Context: an optimization exercise on an open-source flow, tuned for small area, a short achievable clock period and few clock cycles per item. The choices shown serve that exercise and are no tape-out recipe. Only simulation tests tie the RTL to the original design; equivalence was not proved. No activity file was given, so power comes from the tool's default toggle rates.

## flow/design.v

```verilog
package ils_pkg;
  localparam int CAPACITY  = 16;
  localparam int WORD_BITS = 64;
  localparam int IDX_W     = $clog2(CAPACITY);
  localparam int CNT_W     = $clog2(CAPACITY + 1);
  localparam logic [2:0] FN_INSERT = 3'd0;
  localparam logic [2:0] FN_DELETE = 3'd1;
  localparam logic [2:0] FN_FIND   = 3'd2;
  localparam logic [2:0] FN_GET    = 3'd3;
  localparam logic [2:0] FN_UPDATE = 3'd4;
  localparam logic [1:0] ST_OK      = 2'd0;
  localparam logic [1:0] ST_RANGE   = 2'd1;
  localparam logic [1:0] ST_FULL    = 2'd2;
  localparam logic [1:0] ST_MISSING = 2'd3;
endpackage
module ils_cell (
  input  logic                          clk,
  input  logic                          rst,
  input  logic                          alloc,     
  input  logic                          ins_ok,    
  input  logic                          shift,     
  input  logic                          down,      
  input  logic                          is_ins,    
  input  logic                          wr_upd,    
  input  logic                          wr_del,    
  input  logic                          find,
  input  logic                          get,
  input  logic                          pos_lo,    
  input  logic [ils_pkg::IDX_W-1:0]     pos_in,
  input  logic [ils_pkg::WORD_BITS-1:0] word_in,
  output logic [ils_pkg::WORD_BITS-1:0] word,
  output logic [ils_pkg::IDX_W-1:0]     pos,
  output logic                          live,
  output logic                          hit_next,  
  output logic                          sel_next   
);
  logic at, ge, we, kill;
  logic [ils_pkg::IDX_W-1:0] step;
  assign at = live && pos_lo && (pos == pos_in);
  assign ge = pos_lo && (pos >= pos_in);
  assign we   = (is_ins && alloc) || (wr_upd && at);
  assign kill = wr_del && at;
  assign hit_next = find && live && (word == word_in);
  assign sel_next = get && at;
  always_ff @(posedge clk) begin
    if (we) word <= word_in;
  end
  always_comb begin
    step[0] = 1'b1;
    for (int k = 1; k < ils_pkg::IDX_W; k++) begin
      step[k] = step[k-1] && (pos[k-1] ^ down);
    end
  end
  always_ff @(posedge clk) begin
    if (is_ins && alloc) pos <= pos_in;
    else if (shift && ge) pos <= pos ^ step;
  end
  always_ff @(posedge clk) begin
    if (rst) live <= 1'b0;
    else if (ins_ok && alloc) live <= 1'b1;
    else if (kill) live <= 1'b0;
  end
endmodule
module ils_reduce (
  input  logic [ils_pkg::CAPACITY-1:0]                         hits,
  input  logic [ils_pkg::CAPACITY-1:0]                         sels,
  input  logic [ils_pkg::CAPACITY-1:0][ils_pkg::IDX_W-1:0]     pos,
  input  logic [ils_pkg::CAPACITY-1:0][ils_pkg::WORD_BITS-1:0] words,
  output logic                                                 any,
  output logic [ils_pkg::IDX_W-1:0]                            first,
  output logic [ils_pkg::WORD_BITS-1:0]                        sel_word
);
  logic [ils_pkg::CAPACITY-1:0] at_pos;
  always_comb begin
    for (int q = 0; q < ils_pkg::CAPACITY; q++) begin
      at_pos[q] = 1'b0;
      for (int s = 0; s < ils_pkg::CAPACITY; s++) begin
        at_pos[q] = at_pos[q] | (hits[s] && pos[s] == ils_pkg::IDX_W'(q));
      end
    end
  end
  always_comb begin
    first = '0;
    for (int q = ils_pkg::CAPACITY - 1; q >= 0; q--) begin
      if (at_pos[q]) first = ils_pkg::IDX_W'(q);
    end
  end
  always_comb begin
    sel_word = '0;
    for (int s = 0; s < ils_pkg::CAPACITY; s++) begin
      sel_word = sel_word | (words[s] & {ils_pkg::WORD_BITS{sels[s]}});
    end
  end
  assign any = |hits;
endmodule
module indexed_list_store (
  input  logic        clk,
  input  logic        rst,
  input  logic        req_valid,
  output logic        req_stall,
  input  logic [2:0]  req_func,
  input  logic [6:0]  req_position,
  input  logic [63:0] req_word,
  output logic        rsp_valid,
  input  logic        rsp_stall,
  output logic [1:0]  rsp_status,
  output logic [5:0]  rsp_found_at,
  output logic [63:0] rsp_word,
  output logic [6:0]  rsp_count
);
  localparam int N  = ils_pkg::CAPACITY;
  localparam int IW = ils_pkg::IDX_W;
  localparam int CW = ils_pkg::CNT_W;
  localparam int WB = ils_pkg::WORD_BITS;
  logic [CW-1:0] fill, fill_next;
  logic          accept;
  logic       in_range, pos_ok_ins;
  logic       ins_ok, del_ok, upd_ok, find, get_ok, is_ins, is_del, is_upd, is_get, pos_lo;
  logic [1:0] status_now;
  assign accept     = req_valid && !req_stall;
  assign in_range   = 7'(fill) > req_position;
  assign pos_ok_ins = req_position <= 7'(fill);
  assign pos_lo     = req_position[6:IW] == '0;
  assign is_ins     = req_func == ils_pkg::FN_INSERT;
  assign is_del     = req_func == ils_pkg::FN_DELETE;
  assign is_upd     = req_func == ils_pkg::FN_UPDATE;
  assign is_get     = req_func == ils_pkg::FN_GET;
  always_comb begin
    ins_ok     = 1'b0;
    del_ok     = 1'b0;
    upd_ok     = 1'b0;
    find       = 1'b0;
    get_ok     = 1'b0;
    status_now = ils_pkg::ST_OK;
    fill_next  = fill;
    case (req_func)
      ils_pkg::FN_INSERT: begin
        if (!pos_ok_ins) status_now = ils_pkg::ST_RANGE;
        else if (fill[CW-1]) status_now = ils_pkg::ST_FULL;
        else begin
          ins_ok    = 1'b1;
          fill_next = fill + CW'(1);
        end
      end
      ils_pkg::FN_DELETE: begin
        if (!in_range) status_now = ils_pkg::ST_RANGE;
        else begin
          del_ok    = 1'b1;
          fill_next = fill - CW'(1);
        end
      end
      ils_pkg::FN_FIND: begin
        find       = 1'b1;
        status_now = ils_pkg::ST_MISSING;
      end
      ils_pkg::FN_GET: begin
        if (!in_range) status_now = ils_pkg::ST_RANGE;
        else get_ok = 1'b1;
      end
      ils_pkg::FN_UPDATE: begin
        if (!in_range) status_now = ils_pkg::ST_RANGE;
        else upd_ok = 1'b1;
      end
      default: status_now = ils_pkg::ST_RANGE;
    endcase
  end
  logic [N-1:0][WB-1:0] words;
  logic [N-1:0][IW-1:0] pos;
  logic [N-1:0]         live;
  logic [N-1:0]         hit_next, sel_next;
  logic [N-1:0]         alloc;
  always_comb begin
    alloc = '0;
    for (int s = N - 1; s >= 0; s--) begin
      if (!live[s]) alloc = N'(1) << s;
    end
  end
  for (genvar s = 0; s < N; s++) begin : g_slot
    ils_cell u_cell (
      .clk      (clk),
      .rst      (rst),
      .alloc    (alloc[s]),
      .ins_ok   (accept && ins_ok),
      .shift    (accept && ((is_ins && !fill[CW-1]) || is_del)),
      .down     (is_del),
      .is_ins   (is_ins),
      .wr_upd   (accept && is_upd),
      .wr_del   (accept && is_del),
      .find     (find),
      .get      (is_get),
      .pos_lo   (pos_lo),
      .pos_in   (req_position[IW-1:0]),
      .word_in  (req_word),
      .word     (words[s]),
      .pos      (pos[s]),
      .live     (live[s]),
      .hit_next (hit_next[s]),
      .sel_next (sel_next[s])
    );
  end
  logic          r_v, r_find;
  logic [1:0]    r_status;
  logic [N-1:0]  r_hits, r_sels;
  logic          any;
  logic [IW-1:0] first;
  logic [WB-1:0] sel_word;
  ils_reduce u_reduce (
    .hits     (r_hits),
    .sels     (r_sels),
    .pos      (pos),
    .words    (words),
    .any      (any),
    .first    (first),
    .sel_word (sel_word)
  );
  logic [1:0]    red_status;
  logic [IW-1:0] red_found;
  assign red_status = r_find ? (any ? ils_pkg::ST_OK : ils_pkg::ST_MISSING) : r_status;
  assign red_found  = (r_find && any) ? first : '0;
  logic          o_v;
  logic [1:0]    o_status;
  logic [IW-1:0] o_found;
  logic [WB-1:0] o_word;
  logic [CW-1:0] o_count;
  logic o_load;
  assign o_load    = r_v && (!o_v || !rsp_stall);
  assign req_stall = r_v && o_v && rsp_stall;
  always_ff @(posedge clk) begin
    if (rst) begin
      fill <= '0;
      r_v  <= 1'b0;
      o_v  <= 1'b0;
    end else begin
      if (accept) fill <= fill_next;
      r_v <= accept || (r_v && !o_load);
      o_v <= o_load || (o_v && rsp_stall);
    end
  end
  always_ff @(posedge clk) begin
    if (accept) begin
      r_find   <= find;
      r_status <= status_now;
      r_hits   <= hit_next;
      r_sels   <= sel_next;
    end
  end
  always_ff @(posedge clk) begin
    if (o_load) begin
      o_status <= red_status;
      o_found  <= red_found;
      o_word   <= sel_word;
      o_count  <= fill;
    end
  end
  assign rsp_valid    = o_v;
  assign rsp_status   = o_status;
  assign rsp_found_at = 6'(o_found);
  assign rsp_word     = o_word;
  assign rsp_count    = 7'(o_count);
endmodule
```

## flow/run.sh

```bash
#!/bin/bash
# synth_recipe.tcl (not shown) runs the flow's synth.tcl, then flattens the netlist and writes it again
# the make line also repeats each setting of config.mk as NAME=value (left out here)
make -C /OpenROAD-flow-scripts/flow DESIGN_CONFIG=/design/flow/config.mk WORK_HOME=/design/flow/orfs CLKGATE_MAP_FILE= SYNTH_SCRIPT=/design/flow/synth_recipe.tcl finish
```

## flow/config.mk

```make
export PLATFORM = sky130hd
export DESIGN_NAME = indexed_list_store
export DESIGN_NICKNAME = indexed_list_store
export VERILOG_FILES = /design/flow/design.v
export SDC_FILE = /design/flow/constraint.sdc
export NUM_CORES = 4
export LEC_CHECK = 0
export CAP_MARGIN = 20
export CORE_MARGIN = 2
export CORE_UTILIZATION = 40
export CTS_CLUSTER_DIAMETER = 100
export CTS_CLUSTER_SIZE = 18
export PLACE_DENSITY = 0.55
export SETUP_SLACK_MARGIN = 3.0
export SLEW_MARGIN = 20
export TNS_END_PERCENT = 10
```

## flow/constraint.sdc

```tcl
create_clock -name core_clock -period 6.0 [get_ports {clk}]
set_input_delay 1.2000 -clock core_clock [delete_from_list [all_inputs] [get_ports {clk}]]
set_output_delay 1.2000 -clock core_clock [all_outputs]
set_load 0.01 [all_outputs]
```

==> flow_summary.json, run 1 <==
{
  "grt_setup_unrepaired": "yes",
  "synth_cell_types": 78,
  "ant_nets": 0,
  "crit-reg2reg-launch": "g_slot[1].u_cell.word[42]",
  "p_switching_mw": 5.060,
  "drc": 0,
  "htreeDepth": 3,
  "r2r_slack_ps": 2840,
  "final_util": 0.4909,
  "total_power_mw": 17.68,
  "worstPathArrival_ps": 4030,
  "synth_top_area_frac": 0.5942,
  "cts_hold_buf": 0,
  "critPathRequiredTime_ps": 6590,
  "layout-drive-gt1-share": 0.1755,
  "status": "no timing/DRC/antenna violations",
  "wl_per_cell_um": 61.56,
  "worst-r2r-cell-count": 8,
  "final-setup-viol-count": 0,
  "worstSetupEndpoint": "r_hits[0]",
  "vias_per_cell": 7.781,
  "grt_overflow": 0,
  "clock_latency_ps": 820,
  "synthTopCellsByArea": "edfxtp_1 59%, xnor2_1 6.4%, xor2_1 4.7%",
  "synth-edff-count": 1198,
  "fin_tns_setup_ps": 0,
  "fin_skew_ps": 70.81,
  "period_share": 0.5724,
  "initial_core_util": 0.4033,
  "syn_avg_cell_area_um2": 12.95,
  "ioPinCount": 159,
  "hpwl_um": 309300,
  "ys.flop_type": "edfxtp_1",
  "grt_pass1_vias": 48460,
  "p_comb_frac": 0.129,
  "ys.warnings.count": 3,
  "rows": 142,
  "syn_to_final_growth_pct": 21.72,
  "synth_top_area_cell": "edfxtp_1",
  "critPathLaunchType": "primary input",
  "place.port_buffers": 154,
  "clk_pin_slew_worst_paths_ps": 90,
  "setup.worst_path.start": "req_word[1]",
  "placed_area_um2": 65870,
  "path_class": "primary input to flop",
  "die_area_um2": 154500,
  "leakagePower_nw": 24.05,
  "root_buffer": "clkbuf_16",
  "maxSlewViolCount": 0,
  "wl_um": 440500,
  "die_w_um": 393.0,
  "drv_cap": 0,
  "coreArea_um2": 150100,
  "p_per_area_nw_per_um2": 240.0,
  "finalInstanceArea_um2": 73700,
  "rr_endpoint": "r_hits[1]",
  "fin_hold_ws_ps": 530.9,
  "ctsLongestPathBuffers": 3,
  "worst_pin_slew_ps": 1339,
  "grt_pass1_wl_um": 545600,
  "syn-cell-area_um2": 60540,
  "grt_max_degree": 65,
  "antenna_found_initial": 71,
  "grt_usage": 0.5579,
  "p_int_mw": 12.62,
  "final_net_count": 5219,
  "layout_min_cycle_time_ps": 3434,
  "place.gp.congestion": 1.153,
  "p_clk_frac": 0.337,
  "hold_viol": 0,
  "swShare": 0.2861,
  "ys_ff_latch": 1221,
  "power_frac_seq": 0.534,
  "worstSetupEndpointType": "flop",
  "holdCritPathClass": "flop to flop",
  "drtIter0Drc": 11290,
  "synth_cells": 4676,
  "seq_area_frac_synth": 0.6018,
  "worst-path-max-fanout": 22,
  "cts_made_buffers": 82,
  "dieHeight_um": 393.0,
  "slew_headroom": 0.1072,
  "vias": 55670,
  "synthArstFlopShare": 0,
  "cts_tree": "yes",
  "max_freq_mhz": 291.2,
  "fillCellCount": 13170,
  "dr.pass1.iters": 10,
  "vdd_drop_max_mv": 0.3069,
  "numClockSinks": 1221
}
flip-flops by register name, indices dropped and copies added, names as in the netlist, 4 cells and up:
register            count
o_count                 5
o_found                 4
r_hits                 16
g_slot.u_cell.live     16
r_sels                 16
o_word                 64
g_slot.u_cell.word   1024
g_slot.u_cell.pos      64
fill                    5
cells by family after synthesis:
family                     after synthesis  share of synthesized area
DFF                                   1221                     0.6018
AOI/OAI and AO/OA                     1193                     0.1521
and+or+nand+nor                        924                    0.08744
xor gates and xnor gates               765                     0.1107
buffers and inverters                  500                    0.03309
adders and majority gates               71                    0.01467
other                                    1                 0.00006194
muxes                                    1                  0.0001653
placed cells by master, fill, tap and decap left out, types with 36 or more instances in the layout:
| cell type | netlist | routed |
|---|---|---|
| nor3_1 | 55 | 47 |
| buf_16 | 0 | 47 |
| nand3_1 | 78 | 70 |
| a22o_1 | 284 | 284 |
| o22ai_1 | 224 | 218 |
| o21ai_0 | 94 | 84 |
| o2bb2ai_1 | 48 | 47 |
| nor4_2 | 2 | 61 |
| nand4_1 | 226 | 226 |
| clkbuf_16 | 0 | 91 |
| nand2b_1 | 36 | 36 |
| nand2_1 | 91 | 88 |
| buf_6 | 1 | 36 |
| or3_1 | 39 | 36 |
| xnor2_1 | 442 | 387 |
| nor4_1 | 155 | 79 |
| xor2_1 | 323 | 307 |
| clkdlybuf4s50_1 | 0 | 81 |
| buf_4 | 12 | 294 |
| xnor2_2 | 0 | 39 |
| a221oi_1 | 317 | 312 |
| a21oi_1 | 57 | 56 |
| ha_1 | 71 | 68 |
| buf_12 | 0 | 77 |
| nor2_1 | 114 | 112 |
| edfxtp_1 | 1198 | 1198 |
| diode_2 | 0 | 40 |
| inv_1 | 179 | 164 |
layer usage:
layer,track usage,vias up,wire length (µm)
li1,-,19450,-
met1,0.6236,28120,143100
met2,0.7676,6173,174500
met3,0.2894,1882,70140
met4,0.4961,46,51760
met5,0.02871,-,999
timing repair:
| action | 4_1_cts | 5_1_grt |
|---|---|---|
| pin swaps | 70 | 39 |
| gates resized for setup | 401 | 161 |
| gates cloned | 42 | 8 |
| buffers inserted | 70 | 78 |
| hold endpoints to repair | 0 | 0 |
| endpoints found under the setup margin | 1168 | 553 |
worst min path at each step:
stage,start,to,slack [ps],cells past startpoint
final,fill[1],o_count[1],530,0
after global routing,fill[1],o_count[1],540,0
after CTS,fill[1],o_count[1],530,0
after floorplan,fill[3],o_count[3],460,0
after detailed placement,fill[1],o_count[1],510,0
after global placement,fill[1],o_count[1],510,0
critical path, cell delays in order:
cell,delay (ps)
buf_4,400
buf_4,300
xor2_1,280
nor4_2,450
nand2_1,120
nor4_1,420
nand4_1,310
and4b_1,510
synthesized netlist by cell type (6+ instances only):
| library cell | n |
|---|---|
| nand4_1 | 226 |
| a2bb2oi_1 | 6 |
| a221o_1 | 8 |
| a22o_1 | 284 |
| edfxtp_1 | 1198 |
| clkinv_1 | 8 |
| or3b_2 | 17 |
| buf_4 | 12 |
| ha_1 | 71 |
| nor2_1 | 114 |
| a221oi_1 | 317 |
| xor2_1 | 323 |
| a21oi_1 | 57 |
| a22oi_1 | 24 |
| and4_1 | 6 |
| inv_1 | 179 |
| o31ai_1 | 19 |
| a222oi_1 | 7 |
| or4_1 | 15 |
| and3_1 | 21 |
| xnor2_1 | 442 |
| nor3_1 | 55 |
| nor4_1 | 155 |
| buf_2 | 58 |
| o2bb2ai_1 | 48 |
| nand2_1 | 91 |
| dfxtp_1 | 23 |
| o21a_1 | 14 |
| nand3_1 | 78 |
| clkbuf_1 | 158 |
| nand2b_1 | 36 |
| o221ai_1 | 13 |
| a211oi_1 | 12 |
| buf_1 | 81 |
| nand3b_1 | 33 |
| o22ai_1 | 224 |
| o32ai_1 | 16 |
| a21o_1 | 22 |
| o21ai_0 | 94 |
| or3_1 | 39 |
layout make-up:
type                       count  area [µm²]  share of cell area
antenna                       40       100.1            0.001358
tap                         2016        2522             0.03423
timing repair buffer         617        7375              0.1001
sequential                  1221       36440              0.4945
clock inverter                18       295.3            0.004007
clock buffer                  95        2122             0.02879
inverter                     190       819.5             0.01112
multi-input combinational   2958       24020              0.3259
power by group through the flow:
stage          clock network (mW)  registers (mW)  logic, mW
5_1_grt                      6.13            9.44       2.20
2_1_floorplan                   0            9.60      0.739
3_3_place_gp                    0            9.63       1.86
3_5_place_dp                    0            9.64       1.85
6_report                     5.96            9.44       2.29
4_1_cts                      5.88            9.44       2.00
per-stage QoR:
step / setup WS (ps) / instances
after floorplan: 1948 / 4679
after detailed placement: 901.2 / 6798
final: 2566 / 7155
after global placement: 595.1 / 6795
after CTS: 2879 / 7023
after global routing: 2790 / 7116
Testbench counts, summed over its fixed seeds: cycles 32,016, items 32,000.
==> run 2: changes to the inputs <==
--- a/flow/config.mk
+++ b/flow/config.mk
@@ -8,8 +8,8 @@
 export CAP_MARGIN = 20
 export CORE_MARGIN = 2
-export CORE_UTILIZATION = 40
+export CORE_UTILIZATION = 35
 export CTS_CLUSTER_DIAMETER = 100
 export CTS_CLUSTER_SIZE = 18
-export PLACE_DENSITY = 0.55
+export PLACE_DENSITY = 0.5
 export SETUP_SLACK_MARGIN = 3.0
 export SLEW_MARGIN = 20
==> run 2 against run 1 <==
- core utilization is 6.8 points lower
- sequential share of layout area is 0.77 points higher
- synthesized area stayed put
- highest routed layer unchanged
==> flow_summary.json, run 2 <==
{
  "status": "no timing/DRC/antenna violations",
  "min_path_cells": 0,
  "worst-path-max-fanout": 20,
  "syn-cell-area_um2": 60540,
  "grt_overflow": 0,
  "worstPathArrival_ps": 4070,
  "synth_top_area_cell": "edfxtp_1",
  "worst_pin_slew_ps": 1348,
  "synth_cell_types": 78,
  "syn_to_final_growth_pct": 19.90,
  "biggestRegsByFlops": "g_slot.u_cell.word (1024), g_slot.u_cell.pos (64), o_word (64)",
  "vias": 52720,
  "synthArstFlopShare": 0,
  "p_clk_frac": 0.342,
  "syn_avg_cell_area_um2": 12.95,
  "grt_pass1_vias": 47660,
  "drv_cap": 0,
  "crit_path_frequent_cell": "buf_4",
  "max_freq_mhz": 295.0,
  "cp_cell_sequence": "buf_2 -> buf_4 -> xnor2_1 -> buf_4 -> nand4_1 -> nor3_1 -> buf_4 -> nand4_1 -> nor2_1 -> buf_4",
  "grt_pass1_wl_um": 547300,
  "fin_hold_ws_ps": 519.0,
  "ys.flop_type": "edfxtp_1",
  "final-setup-viol-count": 0,
  "max_stage_delay_ps": 740,
  "grt_usage": 0.4915,
  "setup.worst_path.start": "req_word[10]",
  "holdCritPathClass": "flop to flop",
  "r2r_slack_ps": 2730,
  "worstSetupEndpointType": "flop",
  "synth_cells": 4676,
  "cp.depth": 10,
  "initial_core_util": 0.3525,
  "fillCellCount": 16040,
  "synth_top_area_frac": 0.5942,
  "synthTopCellsByArea": "edfxtp_1 59%, xnor2_1 6.4%, xor2_1 4.7%",
  "crit_family": "simple AND/OR/NAND/NOR gates",
  "largest_register_ffs": 1024,
  "total_power_mw": 17.57,
  "hold_viol": 0,
  "critPathLaunchType": "primary input",
  "p_switching_mw": 4.983,
  "crit_buf_inv": 5,
  "p_int_mw": 12.58,
  "final_util": 0.4227,
  "holdCritStartpoint": "fill[3]",
  "clock_latency_ps": 810,
  "hpwl_um": 325600,
  "dieHeight_um": 419.9,
  "final_common_cell": "edfxtp_1",
  "critPathRequiredTime_ps": 6680,
  "wl_um": 441800,
  "numClockSinks": 1221,
  "vdd_drop_max_mv": 0.2320,
  "clk_pin_slew_worst_paths_ps": 80,
  "power_frac_seq": 0.537,
  "grt_max_degree": 65,
  "ys_ff_latch": 1221,
  "slew_headroom": 0.09845,
  "dr.pass1.iters": 6,
  "p_comb_frac": 0.121,
  "swShare": 0.2837,
  "layout_min_cycle_time_ps": 3389,
  "ant_nets": 0,
  "place.gp.congestion": 1.159,
  "coreArea_um2": 171700,
  "drc": 0,
  "ys.warnings.count": 3,
  "ioPinCount": 159,
  "synth.most_common_cell": "edfxtp_1",
  "fin_tns_setup_ps": 0,
  "die_area_um2": 176300,
  "p_per_area_nw_per_um2": 242.0,
  "wl_per_cell_um": 59.74,
  "crit-reg2reg-launch": "r_hits[10]",
  "path_class": "primary input to flop",
  "cts_tree": "yes",
  "synth-edff-count": 1198,
  "final_net_count": 5180,
  "place.port_buffers": 154,
  "cts_hold_buf": 0,
  "ctsLongestPathBuffers": 3,
  "leakagePower_nw": 23.40,
  "rows": 152,
  "cts_made_buffers": 84,
  "top_register": "g_slot.u_cell.word",
  "synth_common_cells": "1198 x edfxtp_1, 442 x xnor2_1, 323 x xor2_1",
  "root_buffer": "clkbuf_16",
  "grt_setup_unrepaired": "yes",
  "worst-r2r-cell-count": 6,
  "period_share": 0.5649,
  "crit_path_top_delay_cell": "nor3_1",
  "fin_skew_ps": 61.29,
  "htreeDepth": 3,
  "drtIter0Drc": 9705,
  "maxSlewViolCount": 0,
  "vias_per_cell": 7.128,
  "die_w_um": 419.9,
  "layout-drive-gt1-share": 0.1612,
  "seq_area_frac_synth": 0.6018,
  "antenna_found_initial": 66,
  "final_cell_mix": "1198 x edfxtp_1, 406 x xnor2_1, 315 x xor2_1, 311 x a221oi_1, 284 x a22o_1"
}
run 2: cell counts after synthesis:
No cell type changed its count.
run 2: cells by family after synthesis:
family,count (synthesis),synth area share
adder cells (fa/ha/maj),71,0.01467
other,1,0.00006194
buffers and inverters,500,0.03309
multiplexers,1,0.0001653
AND/OR/NAND/NOR,924,0.08744
flip-flops,1221,0.6018
XOR/XNOR,765,0.1107
AO/OA/AOI/OAI,1193,0.1521
run 2: metrics by stage:
step	setup WS (ps)	area (µm²)	instances
6_report	2611	72590	7396
4_1_cts	2743	71320	7318
2_1_floorplan	1948	60880	4679
5_1_grt	2749	72520	7368
3_3_place_gp	526.4	66380	7103
3_5_place_dp	510.1	66450	7106
run 2: path summary, 6_finish.rpt:
path,endpoint
setup / recovery,r_hits[11]
setup reg to reg,o_found[2]
hold reg to reg,o_count[3]
hold / removal,o_count[3]
run 2: final cells by class:
type / instances / area [µm²] / area share
multi-input combinational: 2958 / 23550 / 0.3244
antenna: 31 / 77.57 / 0.001069
inverter: 190 / 845.8 / 0.01165
tap: 2310 / 2890 / 0.03982
sequential: 1221 / 36450 / 0.5022
timing repair inverter: 1 / 16.27 / 0.0002241
timing repair buffer: 575 / 6359 / 0.08760
clock buffer: 93 / 2167 / 0.02985
clock inverter: 17 / 236.5 / 0.003258
run 2: what timing repair did:
action,4_1_cts,5_1_grt
buffers inserted,79,37
cloned,23,6
pin swaps,38,32
resized for setup,262,152
setup endpoints to repair,1167,763
run 2: power by group through the flow:
stage                     logic, mW  registers (mW)  clock network, mW
after floorplan               0.739            9.60                  0
after global placement         1.88            9.63                  0
after detailed placement       1.87            9.63                  0
after CTS                      1.95            9.43               5.99
after global routing           2.06            9.43               6.24
final                          2.12            9.43               6.01
run 2: metal layers:
layer | routed length, µm | GRT usage
met1 | 151700 | 0.5673
met2 | 184500 | 0.7171
met3 | 51970 | 0.1668
met4 | 53170 | 0.4496
met5 | 484 | 0.008614
==> run 3: changes to the inputs <==
--- a/flow/config.mk
+++ b/flow/config.mk
@@ -8,8 +8,8 @@
 export CAP_MARGIN = 20
 export CORE_MARGIN = 2
-export CORE_UTILIZATION = 35
+export CORE_UTILIZATION = 30
 export CTS_CLUSTER_DIAMETER = 100
 export CTS_CLUSTER_SIZE = 18
-export PLACE_DENSITY = 0.5
+export PLACE_DENSITY = 0.45
 export SETUP_SLACK_MARGIN = 3.0
 export SLEW_MARGIN = 20
==> run 3 against run 2 <==
- still clean on timing, DRC and antenna
- design area up 0.67%
- synthesized area unchanged
- core utilization decreased by 5.7 points
- wire length rose by 4.7%
- first-iteration DRC count is 9.6% lower
- synthesized cell count unchanged
- critical path type unchanged
- largest cell class unchanged
- largest power group unchanged
==> flow_summary.json, run 3 <==
{
  "status": "no timing/DRC/antenna violations",
  "final_cells": 7746,
  "multi_input_area_um2": 23740,
  "final_common_cell": "edfxtp_1",
  "final-setup-viol-count": 0,
  "max_freq_mhz": 303.0,
  "worst_pin_slew_ps": 1398,
  "numClockSinks": 1221,
  "biggestRegsByFlops": "g_slot.u_cell.word (1024), g_slot.u_cell.pos (64), o_word (64)",
  "critPathLaunchType": "primary input",
  "clock_latency_ps": 860,
  "die_w_um": 453.2,
  "wl_um": 462700,
  "syn-cell-area_um2": 60540,
  "slew_headroom": 0.06105,
  "grt_overflow": 0,
  "vdd_drop_max_mv": 0.2289,
  "seq_area_frac_synth": 0.6018,
  "syn_to_final_growth_pct": 20.71,
  "rows": 164,
  "seq_area_um2": 36450,
  "synth_cells": 4676,
  "fin_tns_setup_ps": 0,
  "dieHeight_um": 453.2,
  "p_per_area_nw_per_um2": 245.4,
  "drtIter0Drc": 8774,
  "wl_per_cell_um": 59.73,
  "grt_usage": 0.4404,
  "ctsLongestPathBuffers": 3,
  "worstSetupEndpointType": "flop",
  "layout-drive-gt1-share": 0.1662,
  "synth_common_cells": "1198 x edfxtp_1, 442 x xnor2_1, 323 x xor2_1",
  "ys.warnings.count": 3,
  "fin_skew_ps": 65.41,
  "worst-path-max-fanout": 11,
  "cts_made_buffers": 87,
  "synthTopCellsByArea": "edfxtp_1 59%, xnor2_1 6.4%, xor2_1 4.7%",
  "worstPathArrival_ps": 3930,
  "finalInstanceArea_um2": 73080,
  "drv_cap": 0,
  "leakagePower_nw": 23.44,
  "maxSlewViolCount": 0,
  "ys.flop_type": "edfxtp_1",
  "ioPinCount": 159,
  "path_class": "primary input to flop",
  "synthArstFlopShare": 0,
  "r2r_slack_ps": 2740,
  "worst-r2r-cell-count": 5,
  "cts_tree": "yes",
  "hold_viol": 0,
  "top_register": "g_slot.u_cell.word",
  "synth.most_common_cell": "edfxtp_1",
  "hpwl_um": 345300,
  "dr.pass1.iters": 8,
  "vias": 52290,
  "root_buffer": "clkbuf_16",
  "synth_top_area_cell": "edfxtp_1",
  "vias_per_cell": 6.750,
  "grt_max_degree": 65,
  "final_net_count": 5178,
  "synth_top_area_frac": 0.5942,
  "ant_nets": 0,
  "cts_hold_buf": 0,
  "synth_cell_types": 78,
  "synth-edff-count": 1198,
  "fillCellCount": 19430,
  "ys_ff_latch": 1221,
  "antenna_found_initial": 60,
  "layout_min_cycle_time_ps": 3300,
  "placed_area_um2": 67070,
  "final_cell_mix": "1198 x edfxtp_1, 398 x xnor2_1, 311 x a221oi_1, 301 x xor2_1, 291 x buf_4",
  "min_path_cells": 0,
  "largest_register_ffs": 1024,
  "coreArea_um2": 200100,
  "htreeDepth": 3,
  "syn_avg_cell_area_um2": 12.95,
  "place.gp.congestion": 1.121,
  "holdCritPathClass": "flop to flop",
  "die_area_um2": 205400,
  "clk_pin_slew_worst_paths_ps": 80,
  "critPathRequiredTime_ps": 6630,
  "place.port_buffers": 154,
  "grt_pass1_wl_um": 571200,
  "drc": 0,
  "grt_pass1_vias": 47790,
  "place_inst": 7470,
  "period_share": 0.5500,
  "initial_core_util": 0.3026,
  "grt_setup_unrepaired": "yes"
}
[run 3: cell counts after synthesis]
No cell type changed its count.
[run 3: layout make-up]
type | instances | area share
Tap cell | 2656 | 0.04547
Inverter | 190 | 0.01082
Antenna cell | 35 | 0.001198
Timing Repair inverter | 3 | 0.0002397
Timing Repair Buffer | 567 | 0.08367
Clock inverter | 25 | 0.004862
Clock buffer | 90 | 0.03024
Multi-Input combinational cell | 2959 | 0.3248
Sequential cell | 1221 | 0.4987
[run 3: worst max-delay path, stage by stage]
cell     delay, ps
buf_4          210
xnor2_1        740
nand4_1        640
nor3_1         530
nand4_1        260
nor2_4         290
[run 3: logic make-up after synthesis]
| logic type | count (synthesis) | share of synthesized area |
|---|---|---|
| flip-flops | 1221 | 0.6018 |
| adder cells (fa/ha/maj) | 71 | 0.01467 |
| AO/OA/AOI/OAI | 1193 | 0.1521 |
| multiplexers | 1 | 0.0001653 |
| buffers and inverters | 500 | 0.03309 |
| other | 1 | 0.00006194 |
| AND/OR/NAND/NOR | 924 | 0.08744 |
| XOR/XNOR | 765 | 0.1107 |
[run 3: worst paths after layout]
path,from,to
setup / recovery,req_word[21],r_hits[11]
hold reg to reg,fill[3],o_count[3]
hold / removal,fill[3],o_count[3]
setup reg to reg,r_sels[8],o_word[29]
[run 3: timing repair]
action / in CTS / in global routing
endpoints found under the setup margin: 1174 / 715
pin swaps: 40 / 37
setup buffers: 65 / 26
resized for setup: 241 / 161
gates cloned: 24 / 8
[run 3: report_power, final]
group	total (mW)	leakage [nW]	internal [mW]	switching, mW
logic	2.18	11.3	0.543	1.63
clock network	6.33	1.24	2.80	3.53
registers	9.43	10.9	9.38	0.0479
total	17.9	23.4	12.7	5.21
[run 3: routing by layer]
layer	GRT usage	vias up	wire length, µm
met1	0.5062	27210	161200
met2	0.6611	4421	199700
li1	-	19340	-
met4	0.4014	24	53760
met5	0	-	215
met3	0.1292	1285	47820
[run 3: metrics by stage]
step | setup WS, ps | hold WS (ps) | utilization | power, mW
global route | 2917 | 549.6 | 0.3649 | 18.12
floorplan | 1948 | 457.8 | - | 10.34
detailed placement | 689.1 | 523.8 | 0.3352 | 11.55
finish | 2700 | 537.9 | 0.3653 | 17.93
global placement | 25.78 | 519.8 | 0.3346 | 11.57
CTS | 2812 | 536.8 | 0.3590 | 17.75
==> run 4: changes to the inputs <==
--- a/flow/config.mk
+++ b/flow/config.mk
@@ -12,5 +12,5 @@
 export CTS_CLUSTER_SIZE = 18
 export PLACE_DENSITY = 0.45
-export SETUP_SLACK_MARGIN = 3.0
+export SETUP_SLACK_MARGIN = 3.2
 export SLEW_MARGIN = 20
 export TNS_END_PERCENT = 10
==> run 4 against run 3 <==
- still clean
- clock power about the same
- design area up 3.1%
- first-iteration DRC count grew 1.3%
- sequential power about the same
- total power grew 0.45%
- register-to-register slack better by 90 ps
- synthesized area unchanged
- critical path depth unchanged
- via count rose by 1.6%
- count of clock-buffer cells in the layout stayed put
- combinational power is 5% higher
- largest cell class unchanged
- largest power group unchanged
- highest routed layer unchanged
==> flow_summary.json, run 4 <==
{
  "period_share": 0.5298,
  "wl_um": 468700,
  "final_common_cell": "edfxtp_1",
  "die_area_um2": 205400,
  "p_per_area_nw_per_um2": 239.2,
  "grt_overflow": 0,
  "status": "no timing/DRC/antenna violations",
  "grt_max_degree": 65,
  "antenna_found_initial": 58,
  "busiest_layer": "met2",
  "root_buffer": "clkbuf_16",
  "drtIter0Drc": 8886,
  "die_w_um": 453.2,
  "synth_cell_types": 78,
  "final-setup-viol-count": 0,
  "worstPathArrival_ps": 3840,
  "wl_per_cell_um": 59.73,
  "vias_per_cell": 6.770,
  "numClockSinks": 1221,
  "biggestRegsByFlops": "g_slot.u_cell.word (1024), g_slot.u_cell.pos (64), o_word (64)",
  "leakagePower_nw": 24.41,
  "worst_pin_slew_ps": 1374,
  "syn_avg_cell_area_um2": 12.95,
  "grt_util_met1": 0.5059,
  "cts_tree": "yes",
  "fin_skew_ps": 63.67,
  "met3_usage": 0.1330,
  "seq_area_frac_synth": 0.6018,
  "fin_hold_ws_ps": 536.7,
  "clk_pin_slew_worst_paths_ps": 90,
  "layout-drive-gt1-share": 0.1990,
  "syn_to_final_growth_pct": 24.41,
  "critPathLaunchType": "primary input",
  "final_cell_mix": "1198 x edfxtp_1, 372 x xnor2_1, 334 x buf_4, 306 x a221oi_1, 297 x xor2_1",
  "hold_viol": 0,
  "worstSetupEndpointType": "flop",
  "worst-path-max-fanout": 21,
  "fillCellCount": 19240,
  "vias": 53130,
  "grt_usage": 0.4431,
  "synthTopCellsByArea": "edfxtp_1 59%, xnor2_1 6.4%, xor2_1 4.7%",
  "layout_min_cycle_time_ps": 3179,
  "largest_register_ffs": 1024,
  "dieHeight_um": 453.2,
  "path_class": "primary input to flop",
  "top_register": "g_slot.u_cell.word",
  "ys.flop_type": "edfxtp_1",
  "initial_core_util": 0.3026,
  "cts_made_buffers": 87,
  "grt_pass1_wl_um": 574700,
  "final_util": 0.3765,
  "clock_latency_ps": 840,
  "vdd_drop_max_mv": 0.2186,
  "ant_nets": 0,
  "total_power_mw": 18.01,
  "syn-cell-area_um2": 60540,
  "grt_pass1_vias": 48120,
  "synth_top_area_frac": 0.5942,
  "final_net_count": 5274,
  "place.port_buffers": 154,
  "fin_tns_setup_ps": 0,
  "maxSlewViolCount": 0,
  "synth_top_area_cell": "edfxtp_1",
  "holdCritPathClass": "flop to flop",
  "hpwl_um": 345300,
  "ioPinCount": 159,
  "ys_ff_latch": 1221,
  "place.gp.congestion": 1.121,
  "use_met2": 0.6617,
  "grt_setup_unrepaired": "yes",
  "synthArstFlopShare": 0,
  "synth-edff-count": 1198,
  "synth.most_common_cell": "edfxtp_1",
  "max_freq_mhz": 314.6,
  "coreArea_um2": 200100,
  "drc": 0,
  "dr.pass1.iters": 7,
  "drv_cap": 0,
  "htreeDepth": 3,
  "synth_common_cells": "1198 x edfxtp_1, 442 x xnor2_1, 323 x xor2_1",
  "critPathRequiredTime_ps": 6660,
  "slew_headroom": 0.08060,
  "ctsLongestPathBuffers": 3,
  "rows": 164,
  "ys.warnings.count": 3,
  "synth_cells": 4676
}
## run 4: cell counts after synthesis
Identical to the previous run, type by type.
## run 4: final cells by class
cell class | count | area (µm²) | share of cell area
Sequential cell | 1221 | 36450 | 0.4839
Multi-Input combinational cell | 2959 | 24410 | 0.3241
Timing Repair Buffer | 663 | 7664 | 0.1017
Tap cell | 2656 | 3323 | 0.04412
Clock buffer | 90 | 2210 | 0.02934
Inverter | 190 | 794.5 | 0.01055
Clock inverter | 25 | 355.3 | 0.004718
Antenna cell | 40 | 100.1 | 0.001329
Timing Repair inverter | 3 | 17.52 | 0.0002326
## run 4: logic make-up (layout without fill, tap and decap cells)
family	Yosys count	in the layout	synth area share
other	1	44	0.00006194
multiplexers	1	1	0.0001653
buffers and inverters	500	971	0.03309
XOR/XNOR	765	765	0.1107
AND/OR/NAND/NOR	924	925	0.08744
flip-flops	1221	1221	0.6018
adder cells (fa/ha/maj)	71	71	0.01467
AO/OA/AOI/OAI	1193	1193	0.1521
## run 4: power by group
group          internal [mW]  switching [mW]  total, mW
sequential              9.38          0.0438       9.42
combinational          0.614            1.67       2.28
clock                   2.80            3.51       6.31
total                   12.8            5.22       18.0
## run 4: through the flow
step / instance area (µm²) / std cells / setup WS (ps)
floorplan: 60880 / 4679 / 1948
global placement: 66950 / 7467 / 25.78
detailed placement: 67070 / 7470 / 689.1
CTS: 72810 / 7704 / 2961
global route: 75240 / 7814 / 2974
finish: 75320 / 7847 / 2821
## run 4: layer usage
layer | vias to the layer above | wire length (µm) | share of wire
met5 | - | 157 | 0.00033
met4 | 26 | 54990 | 0.12
met3 | 1301 | 49880 | 0.11
met2 | 4573 | 201900 | 0.43
met1 | 27660 | 161800 | 0.35
li1 | 19570 | - | -
## run 4: final timing paths
path	startpoint	end	slack, ps	depth (start not counted)
min	fill[3]	o_count[3]	540	0
max reg2reg	r_sels[8]	o_word[28]	2830	5
max	req_word[6]	r_hits[10]	2820	6
min reg2reg	fill[3]	o_count[3]	540	0
## run 4: timing repair
action,in CTS,in global routing
gates cloned,33,12
endpoints found under the hold margin,0,0
hold buffers,0,0
pin swaps,54,76
resized for setup,387,276
setup endpoints to repair,1286,1173
setup buffers,86,86
## run 4: critical path: stages
cell,delay (ps)
buf_4,230
xnor2_1,830
nand4_1,530
nor4_1,550
nand4_1,190
nor4_1,280
==> run 5: changes to the inputs <==
--- a/flow/config.mk
+++ b/flow/config.mk
@@ -8,9 +8,9 @@
 export CAP_MARGIN = 20
 export CORE_MARGIN = 2
-export CORE_UTILIZATION = 30
+export CORE_UTILIZATION = 25
 export CTS_CLUSTER_DIAMETER = 100
 export CTS_CLUSTER_SIZE = 18
-export PLACE_DENSITY = 0.45
-export SETUP_SLACK_MARGIN = 3.2
+export PLACE_DENSITY = 0.4
+export SETUP_SLACK_MARGIN = 3.0
 export SLEW_MARGIN = 20
 export TNS_END_PERCENT = 10
==> run 5 against run 4 <==
- sequential cell count is the same
- via count shrank 3.2%
- synthesized cell count unchanged
- synthesized area unchanged
- setup slack got worse by 150 ps
- first-iteration DRC count decreased by 8.3%
- largest power group unchanged
- clock power up 8.6%
- largest cell class unchanged
==> flow_summary.json, run 5 <==
{
  "p_int_mw": 13.11,
  "clock_latency_ps": 810,
  "grt_setup_unrepaired": "yes",
  "vias": 51440,
  "dr.pass1.iters": 6,
  "worst_pin_slew_ps": 1351,
  "cts_hold_buf": 0,
  "htreeDepth": 3,
  "synth_common_cells": "1198 x edfxtp_1, 442 x xnor2_1, 323 x xor2_1",
  "power_frac_seq": 0.507,
  "top_register": "g_slot.u_cell.word",
  "die_area_um2": 246100,
  "ys_ff_latch": 1221,
  "synth-edff-count": 1198,
  "cp_cell_sequence": "buf_4 -> buf_4 -> a221oi_1 -> nand4_1",
  "cts_tree": "yes",
  "critPathLaunchType": "flop",
  "fin_skew_ps": 66.56,
  "hpwl_um": 372600,
  "crit_path_top_delay_cell": "a221oi_1",
  "slew_headroom": 0.09286,
  "ys.warnings.count": 3,
  "synth_top_area_frac": 0.5942,
  "wl_per_cell_um": 58.98,
  "max_freq_mhz": 300.8,
  "fin_tns_setup_ps": 0,
  "swShare": 0.2946,
  "max_stage_delay_ps": 1160,
  "syn_avg_cell_area_um2": 12.95,
  "layout_min_cycle_time_ps": 3324,
  "grt_overflow": 0,
  "hold_viol": 0,
  "grt_pass1_vias": 47670,
  "p_comb_frac": 0.124,
  "ioPinCount": 159,
  "biggestRegsByFlops": "g_slot.u_cell.word (1024), g_slot.u_cell.pos (64), o_word (64)",
  "drc": 0,
  "vias_per_cell": 6.156,
  "holdCritPathClass": "flop to flop",
  "grt_max_degree": 76,
  "syn_to_final_growth_pct": 24.42,
  "coreArea_um2": 240800,
  "maxSlewViolCount": 0,
  "die_w_um": 496.1,
  "worstPathArrival_ps": 3750,
  "p_per_area_nw_per_um2": 246.7,
  "status": "no timing/DRC/antenna violations",
  "place.port_buffers": 154,
  "rows": 180,
  "synthTopCellsByArea": "edfxtp_1 59%, xnor2_1 6.4%, xor2_1 4.7%",
  "dieHeight_um": 496.1,
  "synth_cell_types": 78,
  "cts_made_buffers": 93,
  "period_share": 0.5540,
  "largest_register_ffs": 1024,
  "ant_nets": 0,
  "worst-path-max-fanout": 35,
  "synth.most_common_cell": "edfxtp_1",
  "final_util": 0.3129,
  "path_class": "flop to flop",
  "leakagePower_nw": 24.18,
  "grt_pass1_wl_um": 599100,
  "syn-cell-area_um2": 60540,
  "worstSetupEndpointType": "flop",
  "numClockSinks": 1221,
  "antenna_found_initial": 52,
  "place.gp.congestion": 1.054,
  "layout-drive-gt1-share": 0.1938,
  "drtIter0Drc": 8152,
  "final-setup-viol-count": 0,
  "initial_core_util": 0.2515,
  "drv_cap": 0,
  "root_buffer": "clkbuf_16",
  "ys.flop_type": "edfxtp_1",
  "grt_usage": 0.3877,
  "seq_area_frac_synth": 0.6018,
  "synth_cells": 4676,
  "vdd_drop_max_mv": 0.2232,
  "p_clk_frac": 0.368,
  "p_switching_mw": 5.476,
  "wl_um": 492900,
  "ctsLongestPathBuffers": 3,
  "clk_pin_slew_worst_paths_ps": 90,
  "crit_path_frequent_cell": "buf_4",
  "synthArstFlopShare": 0,
  "final_net_count": 5255,
  "final_cell_mix": "1198 x edfxtp_1, 385 x xnor2_1, 358 x buf_4, 306 x a221oi_1, 301 x xor2_1",
  "synth_top_area_cell": "edfxtp_1",
  "final_common_cell": "edfxtp_1",
  "critPathRequiredTime_ps": 6420
}
## run 5: cell counts after synthesis
No cell type changed its count.
## run 5: repair_timing
action | 4_1_cts | 5_1_grt
gates cloned | 15 | 9
buffers inserted | 71 | 76
setup endpoints to repair | 1179 | 981
gates resized for setup | 331 | 279
pin swaps | 51 | 61
## run 5: power by group through the flow
stage | combinational [mW] | clock (mW) | sequential [mW]
2_1_floorplan | 0.739 | 0 | 9.60
3_3_place_gp | 2.06 | 0 | 9.63
3_5_place_dp | 2.04 | 0 | 9.63
4_1_cts | 2.15 | 6.91 | 9.43
5_1_grt | 2.27 | 7.13 | 9.43
6_report | 2.31 | 6.85 | 9.43
## run 5: kinds of logic after synthesis
| logic type | Yosys count | share of synthesized area |
|---|---|---|
| AO/OA/AOI/OAI | 1193 | 0.1521 |
| XOR/XNOR | 765 | 0.1107 |
| adder cells (fa/ha/maj) | 71 | 0.01467 |
| buffers and inverters | 500 | 0.03309 |
| flip-flops | 1221 | 0.6018 |
| multiplexers | 1 | 0.0001653 |
| other | 1 | 0.00006194 |
| AND/OR/NAND/NOR | 924 | 0.08744 |
## run 5: critical path: cells and delay by family, from the launching register on
family / cells / cell delay, ps
compound gates: 1 / 1160
buf+inv: 2 / 900
simple gates: 1 / 420
flops: 1 / 360
## run 5: metrics by stage
step	power [mW]	worst slack, ps	hold slack, ps	instance area [µm²]	instances
after floorplan	10.34	1948	457.8	60880	4679
after global placement	11.68	410.3	524.1	67810	8022
after detailed placement	11.67	480.0	517.3	67960	8025
after CTS	18.48	2756	530.7	73410	8254
after global routing	18.82	2852	553.1	75290	8340
final	18.59	2676	530.9	75330	8357
## run 5: final timing paths
path / endpoint / slack, ps / cells past startpoint / start
setup / recovery: o_word[56] / 2680 / 4 / r_sels[9]
hold reg to reg: fill[3] / 530 / 2 / fill[3]
setup reg to reg: o_word[56] / 2680 / 4 / r_sels[9]
hold / removal: fill[3] / 530 / 2 / fill[3]
## run 5: layout make-up
cell class	instances	area (µm²)
clock inverter	37	543.0
clock buffer	106	2397
timing repair buffer	642	6770
inverter	190	842.1
tap	3185	3985
multi-input combinational	2958	24300
sequential	1221	36450
fill	24060	165400
antenna	18	45.04
## run 5: per-layer routing
layer,up-vias,wire length [µm],GRT usage
met4,24,49000,0.3061
met5,-,169,0
li1,19510,-,-
met2,3564,218600,0.6078
met1,27460,181600,0.4597
met3,883,43520,0.08616

re-timing with driven ports:
Ports are ideal in the flow. The routed layouts listed here were re-timed in OpenROAD.
Step 1 (the two cells are an assumption about what drives the block):
set clk [get_ports {clk}]
set_driving_cell -lib_cell sky130_fd_sc_hd__clkbuf_16 $clk
set_driving_cell -lib_cell sky130_fd_sc_hd__buf_2 [delete_from_list [all_inputs] $clk]
Step 2, shift: input delay + t, output delay - t, t = (earliest + latest rising clock arrival at the registers) / 2. This alone moves slack from input paths to output paths.
Slacks: ideal ports / drivers / drivers and shift; pairs: ideal ports / drivers.
run | t (ns) | setup slack, ns | hold slack, ns | worst data-port slew with drivers (ns)
run 1 | 0.871 | 2.566 / 2.495 / 1.624 | 0.531 / 0.531 / 0.531 | 0.18
run 2 | 0.871 | 2.611 / 2.677 / 1.806 | 0.519 / 0.519 / 0.519 | 0.12
run 3 | 0.923 | 2.700 / 2.736 / 1.843 | 0.538 / 0.538 / 0.538 | 0.10
run 4 | 0.908 | 2.821 / 2.832 / 1.988 | 0.537 / 0.537 / 0.537 | 0.10
run 5 | 0.877 | 2.676 / 2.676 / 1.987 | 0.531 / 0.531 / 0.531 | 0.11
After both steps every run listed still meets setup and hold. The setup slack of run 1, which loses most, moves by -0.071 ns with the drivers and by -0.942 ns with both steps.
